This is an optimization exercise on Yosys and OpenROAD, whose aim is small area, a short achievable clock period and few clock cycles per item, not a production implementation.
In this exercise RTL edits were held to simulation tests only and were not proved equivalent to the original.

[flow/constraint.sdc]
create_clock -name core_clock -period 12.0 [get_ports {clk}]
set_input_delay 2.4000 -clock core_clock [delete_from_list [all_inputs] [get_ports {clk}]]
set_output_delay 2.4000 -clock core_clock [all_outputs]
set_load 0.01 [all_outputs]
[flow/design.v]
module roberts_stream_conv_ctrl #(
  parameter int ROWS = 512,
  parameter int COLS = 512,
  parameter int CW   = 10
) (
  input  logic       clk,
  input  logic       rst,
  input  logic       k_wr_en,
  input  logic [1:0] k_wr_idx,
  input  logic [7:0] k_wr_data,
  input  logic       start,
  output logic       busy,
  output logic       done,
  input  logic       s_valid,
  output logic       s_ready,
  input  logic [7:0] s_data,
  output logic       m_valid,
  input  logic       m_ready,
  output logic [7:0] m_data,
  output logic       m_last
);
  localparam int N     = COLS;           
  localparam int QW    = $clog2(N);      
  localparam int SB    = 4;              
  localparam int S     = 1 << SB;
  localparam int T     = N / S;          
  localparam int DEPTH = 4;              
  localparam logic [QW-1:0] LAST_ROW = QW'(ROWS - 1);
  localparam logic [QW-1:0] LAST_COL = QW'(COLS - 1);
  logic          busy_q, done_q, run_q, srdy_q, mv_q;
  logic [QW-1:0] q_q, col_q, row_q;
  logic [2:0]    cnt_q;
  logic [3:0][7:0] k_q;
  logic [7:0]      a_q, b_q, c_q, d_q;
  logic fire, pop, start_acc, last_px, border;
  logic run_d, aligned_d;
  logic [2:0] cnt_d;
  assign fire      = s_valid && srdy_q;
  assign pop       = mv_q && m_ready;
  assign start_acc = start && !busy_q;
  assign last_px   = (row_q == LAST_ROW) && (col_q == LAST_COL);
  assign border    = (row_q == '0) || (col_q == '0) || (row_q == LAST_ROW) || (col_q == LAST_COL);
  assign run_d     = start_acc || (run_q && !(fire && last_px));
  assign aligned_d = start_acc || fire || (q_q[SB-1:0] == {SB{1'b1}});
  assign cnt_d     = cnt_q + {2'b0, fire} - {2'b0, pop};
  logic [N-1:0][7:0] ring;
  logic [7:0]        b_rd;
  logic              we_q;
  logic [QW-SB-1:0]  wt_q;
  always_comb begin
    b_rd = ring[{q_q[QW-1:SB], {SB{1'b0}}}];
  end
  logic [N-1:0][7:0] ring_d;
  always_comb begin
    ring_d = {ring[N-2:0], ring[N-1]};
    if (we_q) ring_d[{wt_q, SB'(2)}] = d_q;
  end
  always_ff @(posedge clk) ring <= ring_d;
  logic       v1_q, bd1_q, ls1_q;
  logic       v2_q, bd2_q, ls2_q;
  logic signed [18:0] sum1, sum2_q;
  logic        [18:0] mag2;
  logic        [7:0]  res2;
  always_ff @(posedge clk) begin
    if (fire) begin
      a_q <= b_q;
      b_q <= b_rd;
      c_q <= d_q;
      d_q <= s_data;
    end
    bd1_q  <= border;
    ls1_q  <= last_px;
    sum2_q <= sum1;
    bd2_q  <= bd1_q;
    ls2_q  <= ls1_q;
  end
  assign sum1 = $signed(k_q[0]) * $signed({1'b0, a_q})
              + $signed(k_q[1]) * $signed({1'b0, b_q})
              + $signed(k_q[2]) * $signed({1'b0, c_q})
              + $signed(k_q[3]) * $signed({1'b0, d_q});
  assign mag2 = sum2_q[18] ? 19'(-sum2_q) : 19'(sum2_q);
  assign res2 = bd2_q ? 8'd0 : ((mag2 > 19'd255) ? 8'hFF : mag2[7:0]);
  logic [DEPTH-1:0][8:0] fifo_q;
  logic [2:0]            n_q;
  logic                  push;
  logic [8:0]            push_val;
  assign push     = v2_q;
  assign push_val = {ls2_q, res2};
  always_ff @(posedge clk) begin
    for (int i = 0; i < DEPTH; i++) begin
      if (pop) begin
        if (push && 3'(i) == n_q - 3'd1)
          fifo_q[i] <= push_val;
        else if (i + 1 < DEPTH)
          fifo_q[i] <= fifo_q[(i + 1) % DEPTH];
      end else if (push && 3'(i) == n_q) begin
        fifo_q[i] <= push_val;
      end
    end
  end
  always_ff @(posedge clk or posedge rst) begin
    if (rst) begin
      busy_q <= 1'b0;
      done_q <= 1'b0;
      run_q  <= 1'b0;
      srdy_q <= 1'b0;
      mv_q   <= 1'b0;
      q_q    <= '0;
      col_q  <= '0;
      row_q  <= '0;
      cnt_q  <= '0;
      n_q    <= '0;
      k_q    <= '0;
      v1_q   <= 1'b0;
      v2_q   <= 1'b0;
      we_q   <= 1'b0;
      wt_q   <= '0;
    end else begin
      if (!busy_q && k_wr_en) k_q[k_wr_idx] <= k_wr_data;
      busy_q <= start_acc || (busy_q && !done_q);
      done_q <= pop && fifo_q[0][8];
      run_q  <= run_d;
      srdy_q <= run_d && aligned_d && (cnt_d < 3'(DEPTH));
      cnt_q  <= cnt_d;
      n_q    <= n_q + {2'b0, push} - {2'b0, pop};
      mv_q   <= (n_q + {2'b0, push} - {2'b0, pop}) != 3'd0;
      v1_q   <= fire;
      v2_q   <= v1_q;
      we_q   <= fire;
      wt_q   <= q_q[QW-1:SB];
      if (start_acc) begin
        q_q   <= '0;
        col_q <= '0;
        row_q <= '0;
      end else begin
        if (!fire) q_q <= q_q + 1'b1;
        if (fire) begin
          if (col_q == LAST_COL) begin
            col_q <= '0;
            row_q <= (row_q == LAST_ROW) ? '0 : row_q + 1'b1;
          end else begin
            col_q <= col_q + 1'b1;
          end
        end
      end
    end
  end
  assign busy    = busy_q;
  assign done    = done_q;
  assign s_ready = srdy_q;
  assign m_valid = mv_q;
  assign m_data  = fifo_q[0][7:0];
  assign m_last  = fifo_q[0][8];
endmodule
[flow/config.mk]
export PLATFORM = sky130hd
export DESIGN_NAME = roberts_stream_conv_ctrl
export DESIGN_NICKNAME = roberts_stream_conv_ctrl
export VERILOG_FILES = /design/flow/design.v
export SDC_FILE = /design/flow/constraint.sdc
export NUM_CORES = 4
export LEC_CHECK = 0
export CAP_MARGIN = 20
export CORE_MARGIN = 2
export CORE_UTILIZATION = 40
export SLEW_MARGIN = 20
[flow/run.sh]
#!/bin/bash
# synth_recipe.tcl (not shown) runs the flow's synth.tcl, then flattens the netlist and writes it again
# the make line also repeats each setting of config.mk as NAME=value (left out here)
make -C /OpenROAD-flow-scripts/flow DESIGN_CONFIG=/design/flow/config.mk WORK_HOME=/design/flow/orfs CLKGATE_MAP_FILE= SYNTH_SCRIPT=/design/flow/synth_recipe.tcl finish
==> flow_summary.rst <==
.. list-table::
   :header-rows: 1

   * - Metric
     - Value
   * - Post-Route Utilization
     - 0.468
   * - Library cell contributing the largest single delay on the critical path
     - sky130_fd_sc_hd__edfxtp_1
   * - Number of sinks handled by clock tree synthesis
     - 4264
   * - FILL cells
     - 21.8k
   * - Signed area change from the synthesized netlist to the final layout
     - 16.6%
   * - Final-stage net count
     - 6958
   * - Max capacitance violation total
     - 0
   * - Fraction of registers with async set/reset
     - 0.0181
   * - Pre-CTS setup slack
     - 4.90 ns
   * - Total congestion overflow after global routing
     - 0
   * - # hold bufs at CTS
     - 0
   * - Slowest stage delay, CP
     - 0.61 ns
   * - Number of clock buffers inserted by TritonCTS
     - 384
   * - Total via count after detailed routing
     - 42.1k
   * - Final slew viol count
     - 0
   * - Warning count from the yosys run
     - 1
   * - Relative slew slack
     - 0.264
   * - Reg2reg setup slack
     - 4.80 ns
   * - Number of DRC markers after the initial detailed-route iteration
     - 1824
   * - Weighted congestion reported at the end of routability-driven placement
     - 0.819
   * - Global router's overall resource usage
     - 0.128
   * - Per-cell via count in the routed design
     - 4.11
   * - Distinct cell type count after synthesis
     - 61
   * - Number of H-tree branching levels
     - 5
   * - Worst r2r src
     - d_q[5]
   * - Estimated wirelength of the detail-placed design
     - 102000 µm
   * - Final setup slack of the worst path
     - 4.80 ns
   * - Clock root cell
     - sky130_fd_sc_hd__clkbuf_16
   * - Ys flop type
     - sky130_fd_sc_hd__dfxtp_1
   * - Number of buffers between clock root and the deepest sink
     - 4
   * - Design Area, Final
     - 121000 µm²
   * - Register bit total from synthesis
     - 4264
   * - Max Clock Skew
     - 0.0962 ns
   * - Min Tclk post-route
     - 7.20 ns
   * - Status
     - complete, no violations
   * - Highest fanout seen on the critical path
     - 17
   * - Post-synth net total
     - 6604
   * - Fin Setup TNS
     - 0 ns
   * - Syn_area_per_cell
     - 16.8 µm²
   * - Setup repair after global routing missed its margin
     - false
   * - Worst-Margin Slew
     - 1.10 ns
   * - Detailed Routing Iterations Pass 1
     - 5
   * - Capturing element type of the critical path
     - flip-flop
   * - Via count of the first global-routing pass
     - 44.0k
   * - Period Utilization, post-route
     - 0.600
   * - Setup repair bufs after CTS
     - 0
   * - Final Hold Fails
     - 0
   * - Cell area after synthesis
     - 104000 µm²
   * - Residual DRC count
     - 0
   * - Arr. time, crit path
     - 8.03 ns
   * - List of cells traversed by the critical path
     - buf_4 > and2_1 > fa_1 > fa_1 > inv_1 > fa_1 > inv_1 > fa_1 > fa_1 > fa_1 > fa_1 > inv_1 > fa_1 > inv_1 > ha_1 > a21oi_1 > o211ai_1 > nand3_1 > a21oi_1 > a41oi_1 > nor2b_1 > xnor2_1
   * - Total of endpoints with negative setup slack in the final report
     - 0
   * - Initial antenna violation count
     - 10
   * - End of the worst register-to-register path
     - sum2_q[16]
   * - Data required time of the critical path
     - 12.83 ns
   * - Worst hold path endpoint
     - ring[3698]
   * - CTS tree
     - built
   * - Width of the chip
     - 513 µm
   * - Most frequent standard cell in the layout excluding fill and tap cells
     - sky130_fd_sc_hd__dfxtp_1
   * - Share of cells above drive strength 1
     - 0.147
   * - Count of buffers inserted at the top-level ports
     - 36
   * - Worst Setup Start Kind
     - flip-flop
   * - Row count
     - 187
   * - Cell occurring most often along the worst timing path
     - sky130_fd_sc_hd__fa_1
   * - Worst setup path startpoint
     - d_q[5]
   * - Wire length of the first global-routing pass
     - 258000 µm
   * - Initial core utilization
     - 0.401
   * - Hold Crit Depth
     - 0
   * - Clock latency of the later-clocked register in the worst-skew pair
     - 0.95 ns
   * - Resized cells post-CTS
     - 0
   * - Die outline area
     - 264000 µm²
   * - Routed wire length
     - 167000 µm
   * - Vertical extent of the die
     - 513 µm
   * - Min-delay worst type
     - flip-flop to flip-flop
   * - Core region area
     - 259000 µm²
   * - Routed Antenna Nets
     - 0
   * - Count of boundary I/O pins
     - 37
   * - Post-synthesis sequential area ratio
     - 0.832
   * - Largest net degree at the start of global routing
     - 61
   * - Clock-pin slew of the registers on the worst-case setup and hold paths
     - 0.06 ns
   * - Placement-stage cell area
     - 108000 µm²
   * - Routed len/inst
     - 16.3 µm
   * - HP Start
     - ring[3690]
   * - Worst reg-to-reg path cell count
     - 22
   * - Count of flip-flops with a built-in enable after synthesis
     - 68
   * - CP Class
     - flip-flop to flip-flop
   * - Max Clk Rate
     - 139 MHz
   * - Commonest cells after routing, fill and taps aside
     - sky130_fd_sc_hd__dfxtp_1 (4119), sky130_fd_sc_hd__clkbuf_16 (394), sky130_fd_sc_hd__inv_1 (358)
   * - Post-Synthesis Cells
     - 6179
worst max-delay path, delay by kind of cell, from the launching register on:
| kind | cells | cell delay [ns] |
|---|---|---|
| AOI/OAI and AO/OA | 4 | 0.94 |
| xor gates and xnor gates | 1 | 0.12 |
| adders and majority gates | 9 | 4.18 |
| buffers and inverters | 5 | 0.62 |
| DFF | 1 | 0.61 |
| and+or+nand+nor | 3 | 0.58 |
per-layer routing:
layer / share of wire / vias to the layer above / GRT usage
li1: - / 20300 / -
met1: 0.50 / 20700 / 0.181
met2: 0.44 / 717 / 0.197
met3: 0.038 / 297 / 0.0252
met4: 0.023 / 0 / 0.0423
met5: 0 / - / 0
worst max path at each step:
stage	to	cells past startpoint
after floorplan	sum2_q[16]	22
after global placement	sum2_q[16]	21
after detailed placement	sum2_q[16]	22
after CTS	sum2_q[16]	22
after global routing	sum2_q[15]	21
final	sum2_q[16]	22
registers in the layout (all words and copies together) (netlist names), 9 cells and up:
signal / cells
row_q: 9
col_q: 9
ring: 4096
fifo_q: 36
q_q: 9
k_q: 32
sum2_q: 19
through the flow:
stage | std cells | hold slack [ns]
6_report | 10200 | 0.266
5_1_grt | 10200 | 0.273
4_1_cts | 10200 | 0.260
3_5_place_dp | 9547 | 0.312
3_3_place_gp | 9546 | 0.310
2_1_floorplan | 6179 | 0.310
final cells by class:
type / instances / area [µm²] / area share
clock inverter: 125 / 1460 / 0.0120
inverter: 360 / 1350 / 0.0112
multi-input combinational: 1462 / 15700 / 0.130
sequential: 4264 / 86400 / 0.714
clock buffer: 553 / 11300 / 0.0935
tap: 3402 / 4260 / 0.0352
timing repair buffer: 61 / 559 / 0.00462
antenna: 5 / 12.5 / 0.000103
cell usage after synthesis (12+ instances only):
| library cell | number | area share |
|---|---|---|
| sky130_fd_sc_hd__ha_1 | 167 | 0.020 |
| sky130_fd_sc_hd__dfrtp_1 | 77 | 0.019 |
| sky130_fd_sc_hd__and3_1 | 13 | 0.00078 |
| sky130_fd_sc_hd__nand2b_1 | 23 | 0.0014 |
| sky130_fd_sc_hd__o21ai_0 | 55 | 0.0027 |
| sky130_fd_sc_hd__nor2_1 | 69 | 0.0025 |
| sky130_fd_sc_hd__dfxtp_1 | 4119 | 0.79 |
| sky130_fd_sc_hd__nor3_1 | 12 | 0.00058 |
| sky130_fd_sc_hd__clkbuf_1 | 72 | 0.0026 |
| sky130_fd_sc_hd__fa_1 | 234 | 0.045 |
| sky130_fd_sc_hd__edfxtp_1 | 68 | 0.020 |
| sky130_fd_sc_hd__mux4_2 | 80 | 0.017 |
| sky130_fd_sc_hd__a21oi_1 | 41 | 0.0020 |
| sky130_fd_sc_hd__and2_1 | 153 | 0.0092 |
| sky130_fd_sc_hd__xor2_1 | 15 | 0.0013 |
| sky130_fd_sc_hd__a31oi_1 | 24 | 0.0014 |
| sky130_fd_sc_hd__a22o_1 | 24 | 0.0020 |
| sky130_fd_sc_hd__inv_1 | 360 | 0.013 |
| sky130_fd_sc_hd__xnor2_1 | 23 | 0.0019 |
| sky130_fd_sc_hd__nand2_1 | 149 | 0.0054 |
| sky130_fd_sc_hd__nor2b_1 | 21 | 0.0013 |
| sky130_fd_sc_hd__mux2_2 | 266 | 0.029 |
cell families after synthesis:
logic type,Yosys count,share of synthesized area
compound gates,176,0.0106
xor+xnor,38,0.00321
fa+ha+maj,401,0.0652
buf+inv,453,0.0169
flops,4264,0.832
mux,347,0.0463
simple gates,500,0.0253
Testbench counts, summed over its fixed seeds: cycles 2,097,192, items 2,097,152.

## what the ideal ports hide
The flow's constraints put no driver on any port. The routed layout listed below was extracted and timed again, unchanged, in two steps. Step 1, drivers: a clkbuf_16 drives clk and a buf_2 each remaining input, both assumed. Step 2 also shifts input and output timing later by t, the mid clock arrival at the registers, as if the neighbouring blocks saw the same clock. a / b / c = ideal / step 1 / step 2; a / b = the first two.
t, ns: 0.998
slack for setup (ns): 4.797 / 4.797 / 4.797
hold slack, ns: 0.266 / 0.266 / 0.266
slew at the worst register clock pin (ns): 0.08 / 0.08
After both steps setup and hold are still met in this run. For this run, drivers alone change the setup slack by 0.000 ns; drivers and shift together by 0.000 ns.
